Source: an optimization exercise on an open RTL-to-GDS flow (aim: small area and few clock cycles per item). Production flows keep margins and buffers that such runs may drop. In this exercise RTL edits were held to simulation tests only and were not proved equivalent to the original.

## flow/design.v

```verilog
module fp_mult_pipe #(
   parameter int EXP_W = 8,
   parameter int MAN_W = 23
) (
   input  logic                       clk,
   input  logic                       rst_n,
   input  logic                       in_valid,
   output logic                       in_ready,
   input  logic [EXP_W+MAN_W:0]       a,
   input  logic [EXP_W+MAN_W:0]       b,
   output logic                       out_valid,
   input  logic                       out_ready,
   output logic [EXP_W+MAN_W:0]       product,
   output logic                       overflow,
   output logic                       underflow,
   output logic                       invalid,
   output logic                       exception
);
   localparam int W  = 1 + EXP_W + MAN_W;
   localparam int PW = 2 * MAN_W + 2;
   localparam int EW = EXP_W + 2;
   localparam logic signed [EW-1:0] BIAS  = EW'((32'd1 << (EXP_W - 1)) - 32'd1);
   localparam logic signed [EW-1:0] EMAX  = EW'((32'd1 << EXP_W) - 32'd1);
   localparam logic signed [EW-1:0] EZERO = '0;
   typedef enum logic [1:0] {
      CL_NORM = 2'd0,
      CL_NAN  = 2'd1,
      CL_INF  = 2'd2,
      CL_ZERO = 2'd3
   } cls_t;
   function automatic logic f_is_zero(input logic [EXP_W-1:0] e);
      f_is_zero = (e == {EXP_W{1'b0}});
   endfunction
   function automatic logic f_is_inf(input logic [EXP_W-1:0] e, input logic [MAN_W-1:0] f);
      f_is_inf = ((&e) && (f == {MAN_W{1'b0}}));
   endfunction
   function automatic logic f_is_nan(input logic [EXP_W-1:0] e, input logic [MAN_W-1:0] f);
      f_is_nan = ((&e) && (f != {MAN_W{1'b0}}));
   endfunction
   logic r_v1, r_v2, r_v3;
   logic w_adv0, w_adv1, w_adv2, w_acc;
   assign w_adv2       = !r_v3 || out_ready;
   assign w_adv1       = !r_v2 || w_adv2;
   assign w_adv0       = !r_v1 || w_adv1;
   assign w_acc        = in_valid && w_adv0;
   assign in_ready = w_adv0;
   logic                    w_sa, w_sb;
   logic [EXP_W-1:0]        w_ea, w_eb;
   logic [MAN_W-1:0]        w_fa, w_fb;
   logic signed [EW-1:0]    w_esum;
   cls_t                    w_cls;
   assign w_sa   = a[W-1];
   assign w_sb   = b[W-1];
   assign w_ea   = a[W-2 -: EXP_W];
   assign w_eb   = b[W-2 -: EXP_W];
   assign w_fa   = a[MAN_W-1:0];
   assign w_fb   = b[MAN_W-1:0];
   assign w_esum = $signed({2'b00, w_ea}) + $signed({2'b00, w_eb}) - BIAS;
   always_comb begin
      w_cls = CL_NORM;
      if (f_is_nan(w_ea, w_fa) || f_is_nan(w_eb, w_fb) ||
          (f_is_inf(w_ea, w_fa) && f_is_zero(w_eb)) ||
          (f_is_zero(w_ea) && f_is_inf(w_eb, w_fb))) begin
         w_cls = CL_NAN;
      end else if (f_is_inf(w_ea, w_fa) || f_is_inf(w_eb, w_fb)) begin
         w_cls = CL_INF;
      end else if (f_is_zero(w_ea) || f_is_zero(w_eb)) begin
         w_cls = CL_ZERO;
      end else begin
         w_cls = CL_NORM;
      end
   end
   logic                 r_s1_sign;
   cls_t                 r_s1_cls;
   logic signed [EW-1:0] r_s1_esum;
   logic [MAN_W:0]       r_s1_ma, r_s1_mb;
   always_ff @(posedge clk or negedge rst_n) begin
      if (!rst_n) begin
         r_v1      <= 1'b0;
         r_s1_sign <= 1'b0;
         r_s1_cls  <= CL_NORM;
         r_s1_esum <= '0;
         r_s1_ma   <= '0;
         r_s1_mb   <= '0;
      end else begin
         if (w_adv0) r_v1 <= in_valid;
         if (w_acc) begin
            r_s1_sign <= w_sa ^ w_sb;
            r_s1_cls  <= w_cls;
            r_s1_esum <= w_esum;
            r_s1_ma   <= {1'b1, w_fa};
            r_s1_mb   <= {1'b1, w_fb};
         end
      end
   end
   logic                 r_s2_sign;
   cls_t                 r_s2_cls;
   logic signed [EW-1:0] r_s2_esum;
   logic [PW-1:0]        r_s2_prod;
   always_ff @(posedge clk or negedge rst_n) begin
      if (!rst_n) begin
         r_v2      <= 1'b0;
         r_s2_sign <= 1'b0;
         r_s2_cls  <= CL_NORM;
         r_s2_esum <= '0;
         r_s2_prod <= '0;
      end else begin
         if (w_adv1) r_v2 <= r_v1;
         if (w_adv1 && r_v1) begin
            r_s2_sign <= r_s1_sign;
            r_s2_cls  <= r_s1_cls;
            r_s2_esum <= r_s1_esum;
            r_s2_prod <= r_s1_ma * r_s1_mb;
         end
      end
   end
   logic                 w_msb, w_guard, w_sticky, w_inc;
   logic [PW-2:0]        w_norm;
   logic [MAN_W-1:0]     w_mant;
   logic [MAN_W:0]       w_rnd;
   logic signed [EW-1:0] w_exp_f;
   logic [W-1:0]         w_pack;
   logic                 w_ov, w_un, w_inv;
   assign w_msb    = r_s2_prod[PW-1];
   assign w_norm   = w_msb ? r_s2_prod[PW-2:0] : {r_s2_prod[PW-3:0], 1'b0};
   assign w_mant   = w_norm[PW-2 -: MAN_W];
   assign w_guard  = w_norm[MAN_W];
   assign w_sticky = |w_norm[MAN_W-1:0];
   assign w_inc    = w_guard && (w_sticky || w_mant[0]);
   assign w_rnd    = {1'b0, w_mant} + {{MAN_W{1'b0}}, w_inc};
   assign w_exp_f  = r_s2_esum + {{(EW-1){1'b0}}, w_msb} + {{(EW-1){1'b0}}, w_rnd[MAN_W]};
   always_comb begin
      w_pack = '0;
      w_ov   = 1'b0;
      w_un   = 1'b0;
      w_inv  = 1'b0;
      if (r_s2_cls == CL_NAN) begin
         w_pack = {1'b0, {EXP_W{1'b1}}, 1'b1, {(MAN_W-1){1'b0}}};
         w_inv  = 1'b1;
      end else if (r_s2_cls == CL_INF) begin
         w_pack = {r_s2_sign, {EXP_W{1'b1}}, {MAN_W{1'b0}}};
      end else if (r_s2_cls == CL_ZERO) begin
         w_pack = {r_s2_sign, {(W-1){1'b0}}};
      end else if (w_exp_f >= EMAX) begin
         w_pack = {r_s2_sign, {EXP_W{1'b1}}, {MAN_W{1'b0}}};
         w_ov   = 1'b1;
      end else if (w_exp_f <= EZERO) begin
         w_pack = {r_s2_sign, {(W-1){1'b0}}};
         w_un   = 1'b1;
      end else begin
         w_pack = {r_s2_sign, w_exp_f[EXP_W-1:0], w_rnd[MAN_W-1:0]};
      end
   end
   logic         r_product_valid;
   logic [W-1:0] r_product;
   logic         r_overflow, r_underflow, r_invalid, r_exception;
   always_ff @(posedge clk or negedge rst_n) begin
      if (!rst_n) begin
         r_v3        <= 1'b0;
         r_product   <= '0;
         r_overflow  <= 1'b0;
         r_underflow <= 1'b0;
         r_invalid   <= 1'b0;
         r_exception <= 1'b0;
      end else begin
         if (w_adv2) r_v3 <= r_v2;
         if (w_adv2 && r_v2) begin
            r_product   <= w_pack;
            r_overflow  <= w_ov;
            r_underflow <= w_un;
            r_invalid   <= w_inv;
            r_exception <= w_ov | w_un | w_inv;
         end
      end
   end
   assign r_product_valid = r_v3;
   assign out_valid   = r_product_valid;
   assign product     = r_product;
   assign overflow    = r_overflow;
   assign underflow   = r_underflow;
   assign invalid     = r_invalid;
   assign exception   = r_exception;
endmodule
```

## flow/run.sh

```bash
#!/bin/bash
# synth_recipe.tcl (not shown) runs the flow's synth.tcl, then flattens the netlist and writes it again
# the make line also repeats each setting of config.mk as NAME=value (left out here)
make -C /OpenROAD-flow-scripts/flow DESIGN_CONFIG=/design/flow/config.mk WORK_HOME=/design/flow/orfs CLKGATE_MAP_FILE= SYNTH_SCRIPT=/design/flow/synth_recipe.tcl finish
```

## flow/constraint.sdc

```tcl
create_clock -name core_clock -period 7.2 [get_ports {clk}]
set_input_delay 1.4400 -clock core_clock [delete_from_list [all_inputs] [get_ports {clk}]]
set_output_delay 1.4400 -clock core_clock [all_outputs]
set_load 0.01 [all_outputs]
```

## flow/config.mk

```make
export PLATFORM = sky130hd
export DESIGN_NAME = fp_mult_pipe
export DESIGN_NICKNAME = fp_mult_pipe
export VERILOG_FILES = /design/flow/design.v
export SDC_FILE = /design/flow/constraint.sdc
export NUM_CORES = 4
export LEC_CHECK = 0
export CAP_MARGIN = 20
export CORE_MARGIN = 2
export CORE_UTILIZATION = 40
export SLEW_MARGIN = 20
```

==> results.json <==
{
  "postPlaceCellArea_sq_um": 29300,
  "num_rows": 95,
  "design_area_sq_um": 29900,
  "synth.distinct_cells": 74,
  "worstPathArrival_ns": 7.24,
  "ant_nets": 0,
  "port_buffers": 105,
  "crit_family": "adder cells",
  "synth-compound-area-share_pct": 7.40,
  "cpMostUsedCell": "fa_1",
  "syn_to_final_growth_pct": 10.9,
  "rr_startpoint": "r_s1_mb[18]$_DFFE_PN0P_",
  "yosysTopAreaCell": "fa_1",
  "finalWirelength_um": 70400,
  "hpwl_um": 58500,
  "postSynthCellCount": 3073,
  "rsz0062_at_grt": "false",
  "syn_nets": 3816,
  "worstPathCellList": "nand2_1 -> fa_1 -> inv_1 -> fa_1 -> fa_1 -> fa_1 -> fa_1 -> fa_1 -> inv_1 -> fa_1 -> inv_1 -> ha_1 -> a21oi_1 -> o21ai_0 -> nor2_1 -> nand2_1 -> o211ai_1 -> a21oi_1 -> or3_1 -> a31o_2",
  "async_reset_ff_share_pct": 100,
  "synth_top_area_share_pct": 35.9,
  "cts_num_sinks": 160,
  "cts_buffer_depth": 2,
  "critPathKind": "reg -> reg",
  "finalSetupTns_ns": 0,
  "drt_iter0_markers": 1214,
  "overflow": 0,
  "worst_setup_path_start_kind": "flop",
  "cts_hold_buf": 0,
  "worst_pin_slew_ns": 1.09,
  "synth-edff-count": 0,
  "reg2regPathDepth": 20,
  "cts_made_buffers": 17,
  "die_h_um": 264,
  "period_share_pct": 95.5,
  "hp-class": "reg -> reg",
  "path_clk_slew_ns": 0.08,
  "cts_setup_buffers": 0,
  "diodes": 0,
  "min-delay-start": "r_s1_sign$_DFFE_PN0P_",
  "clock-skew-final_ns": 0.0214,
  "critPathMaxFanout": 18,
  "synth_xor_xnor_area_share_pct": 2.46,
  "yosys.area_share.adder_pct": 44.7,
  "avgSynthCellArea_sq_um": 8.79,
  "fmax_mhz": 145,
  "crit_slowest_cell": "dfrtp_1",
  "setup_violations": 0,
  "ys_ff_latch": 160,
  "core_sq_um": 67000,
  "dp_slack_ns": 0.0540,
  "grt_antenna_before_repair": 2,
  "period_minus_slack_ns": 6.88,
  "path_buf_inv": 3,
  "drc_errors": 0,
  "placed_cells": 3988,
  "synth_top_family_by_area": "adder cells",
  "end_kind": "flop",
  "via_per_inst": 5.09,
  "synthSimpleGateAreaFrac_pct": 19.7,
  "dieWidth_um": 264,
  "start_util_pct": 40.3,
  "hold_depth": 2,
  "yosysWarnings": 1,
  "grt_pass1_vias": 21243,
  "outcome": "finished clean",
  "worstSkewPairLatency_ns": 0.47,
  "netlist_top_cells_area": "fa_1, dfrtp_1, ha_1",
  "reg2reg_to": "r_s2_prod[44]$_DFFE_PN0P_",
  "max_cap_viol_count": 0,
  "regToRegSetupSlack_ns": 0.32,
  "finalWorstSetupSlack_ns": 0.324,
  "grt_use_total_pct": 21.0,
  "required_ns": 7.56,
  "drive_gt1_share_pct": 5.85,
  "cts_resized": 0,
  "cts_tree": "built",
  "synthFlopType": "dfrtp_1",
  "grt_pass1_wl_um": 115000,
  "drtPass1Iterations": 5,
  "yosysSeqAreaShare_pct": 14.8,
  "slowest_delay_ns": 0.84,
  "hold_viol_final": 0,
  "synth_common_cells": "nand2_1, inv_1, fa_1, and2_1, ha_1",
  "cts_root_buffer": "clkbuf_16",
  "avgRoutedWirePerCell_um": 17.5,
  "final_nets": 3877,
  "fp.dieArea_sq_um": 69600,
  "globalplace.congestion": 0.914,
  "relSlewSlack_pct": 27.1,
  "netlist_area_sq_um": 27000,
  "htree_levels": 4,
  "yosys-mux-area-fraction_pct": 0.681,
  "slew_viol_final": 0,
  "crit_start": "r_s1_mb[18]$_DFFE_PN0P_",
  "grt_max_degree": 100,
  "vias": 20459,
  "stdcell_count": 4020,
  "min_to": "r_s2_sign$_DFFE_PN0P_",
  "yosysMostFrequentCell": "nand2_1",
  "io-pin-count": 106
}
[layer usage]
| metal | track usage (%) | vias up | share of wire (%) | wire length (um) |
|---|---|---|---|---|
| met3 | 2.99 | 69 | 4.8 | 3360 |
| met2 | 36.2 | 429 | 50 | 35200 |
| li1 | - | 9506 | - | - |
| met1 | 28.1 | 10455 | 43 | 30400 |
| met5 | 0 | - | 0 | 0 |
| met4 | 4.73 | 0 | 2.0 | 1390 |
[flip-flops by register name, indices dropped and copies added (netlist names)]
name	count
r_s1_sign	1
r_s2_cls	2
r_s1_cls	2
r_v3	1
r_exception	1
r_s1_mb	23
r_s1_ma	24
r_invalid	1
r_v1	1
r_product	32
r_overflow	1
r_s2_esum	10
r_s1_esum	10
r_underflow	1
r_s2_sign	1
r_v2	1
r_s2_prod	48
[cell families (layout without fill, tap and decap cells)]
kind of cell / count (synthesis) / in the layout
multiplexers: 18 / 18
AO/OA/AOI/OAI: 301 / 301
XOR/XNOR: 76 / 76
adder cells (fa/ha/maj): 675 / 675
flip-flops: 160 / 160
AND/OR/NAND/NOR: 1118 / 1118
buffers and inverters: 725 / 799
[area by class of cell]
| class | count | area, sq um |
|---|---|---|
| multi-input cells | 2188 | 20300 |
| clock inverters | 14 | 179 |
| flip-flops and latches | 160 | 4030 |
| well taps | 873 | 1090 |
| clock buffers | 18 | 439 |
| repair buffers | 203 | 1800 |
| inverters | 564 | 2120 |
| fillers | 6694 | 37100 |
[stage by stage]
step	util, %	hold slack (ns)
after floorplan	-	0.439
after global placement	43.7	0.450
after detailed placement	43.7	0.454
after CTS	44.6	0.468
after global routing	44.7	0.487
final	44.7	0.466
[cell usage in the layout, fill, tap and decap left out, types with 10 or more instances in the layout]
| cell type | instances |
|---|---|
| fa_1 | 484 |
| buf_4 | 97 |
| o21ai_0 | 75 |
| nand2b_1 | 10 |
| nand4_1 | 23 |
| nor3_1 | 12 |
| and2_1 | 297 |
| a21oi_1 | 67 |
| inv_1 | 564 |
| xnor2_1 | 32 |
| ha_1 | 191 |
| o31ai_1 | 11 |
| and3_1 | 13 |
| dfrtp_1 | 136 |
| xor2_1 | 44 |
| nand2_1 | 616 |
| a21o_1 | 36 |
| o21a_1 | 11 |
| nor4_1 | 15 |
| clkbuf_16 | 17 |
| a22o_1 | 21 |
| dfrtp_2 | 24 |
| clkdlybuf4s50_1 | 104 |
| nor2_1 | 49 |
| mux2i_1 | 15 |
| nand3_1 | 42 |
| a211oi_1 | 12 |
[worst max path at each step]
stage                           endpoint  slack [ns]  depth (start not counted)
6_report       r_s2_prod[44]$_DFFE_PN0P_        0.32                         20
5_1_grt        r_s2_prod[46]$_DFFE_PN0P_       0.001                         20
4_1_cts        r_s2_prod[45]$_DFFE_PN0P_        0.02                         21
3_5_place_dp   r_s2_prod[45]$_DFFE_PN0P_        0.05                         21
3_3_place_gp   r_s2_prod[45]$_DFFE_PN0P_        0.13                         23
2_1_floorplan  r_s2_prod[46]$_DFFE_PN0P_        0.79                         22
[worst register-to-register path: stages (launching register included)]
cell	delay [ns]
dfrtp_1	0.84
nand2_1	0.19
fa_1	0.57
inv_1	0.05
fa_1	0.55
fa_1	0.46
fa_1	0.56
fa_1	0.46
fa_1	0.50
inv_1	0.05
fa_1	0.48
inv_1	0.04
ha_1	0.37
a21oi_1	0.20
o21ai_0	0.14
nor2_1	0.15
nand2_1	0.08
o211ai_1	0.36
a21oi_1	0.13
or3_1	0.33
a31o_2	0.25
Testbench counts, summed over its fixed seeds: cycles 16,024, items 16,000.

[separate check: timing with driven ports]
How much do the figures lean on ideal ports? The routed layout below was timed once more, with nothing changed but the port constraints. Step 1: set_driving_cell puts a clkbuf_16 on clk and a buf_2 on each other input, an assumption about the parent block. Step 2 also shifts input and output timing later by t, the mid clock arrival at the registers, as if the neighbouring blocks saw the same clock. Slacks: no drivers / after step 1 / after step 2; pairs: no drivers / after step 1.
t (ns): 0.515
slack for setup (ns): 0.324 / 0.324 / 0.324
slew at the worst register clock pin (ns): 0.09 / 0.09
worst data-port slew with drivers (ns): 0.04
pins driven straight from the clock port: 1
After both steps setup and hold are still met in this run. For this run, drivers alone change the setup slack by 0.000 ns; drivers and shift together by 0.000 ns.
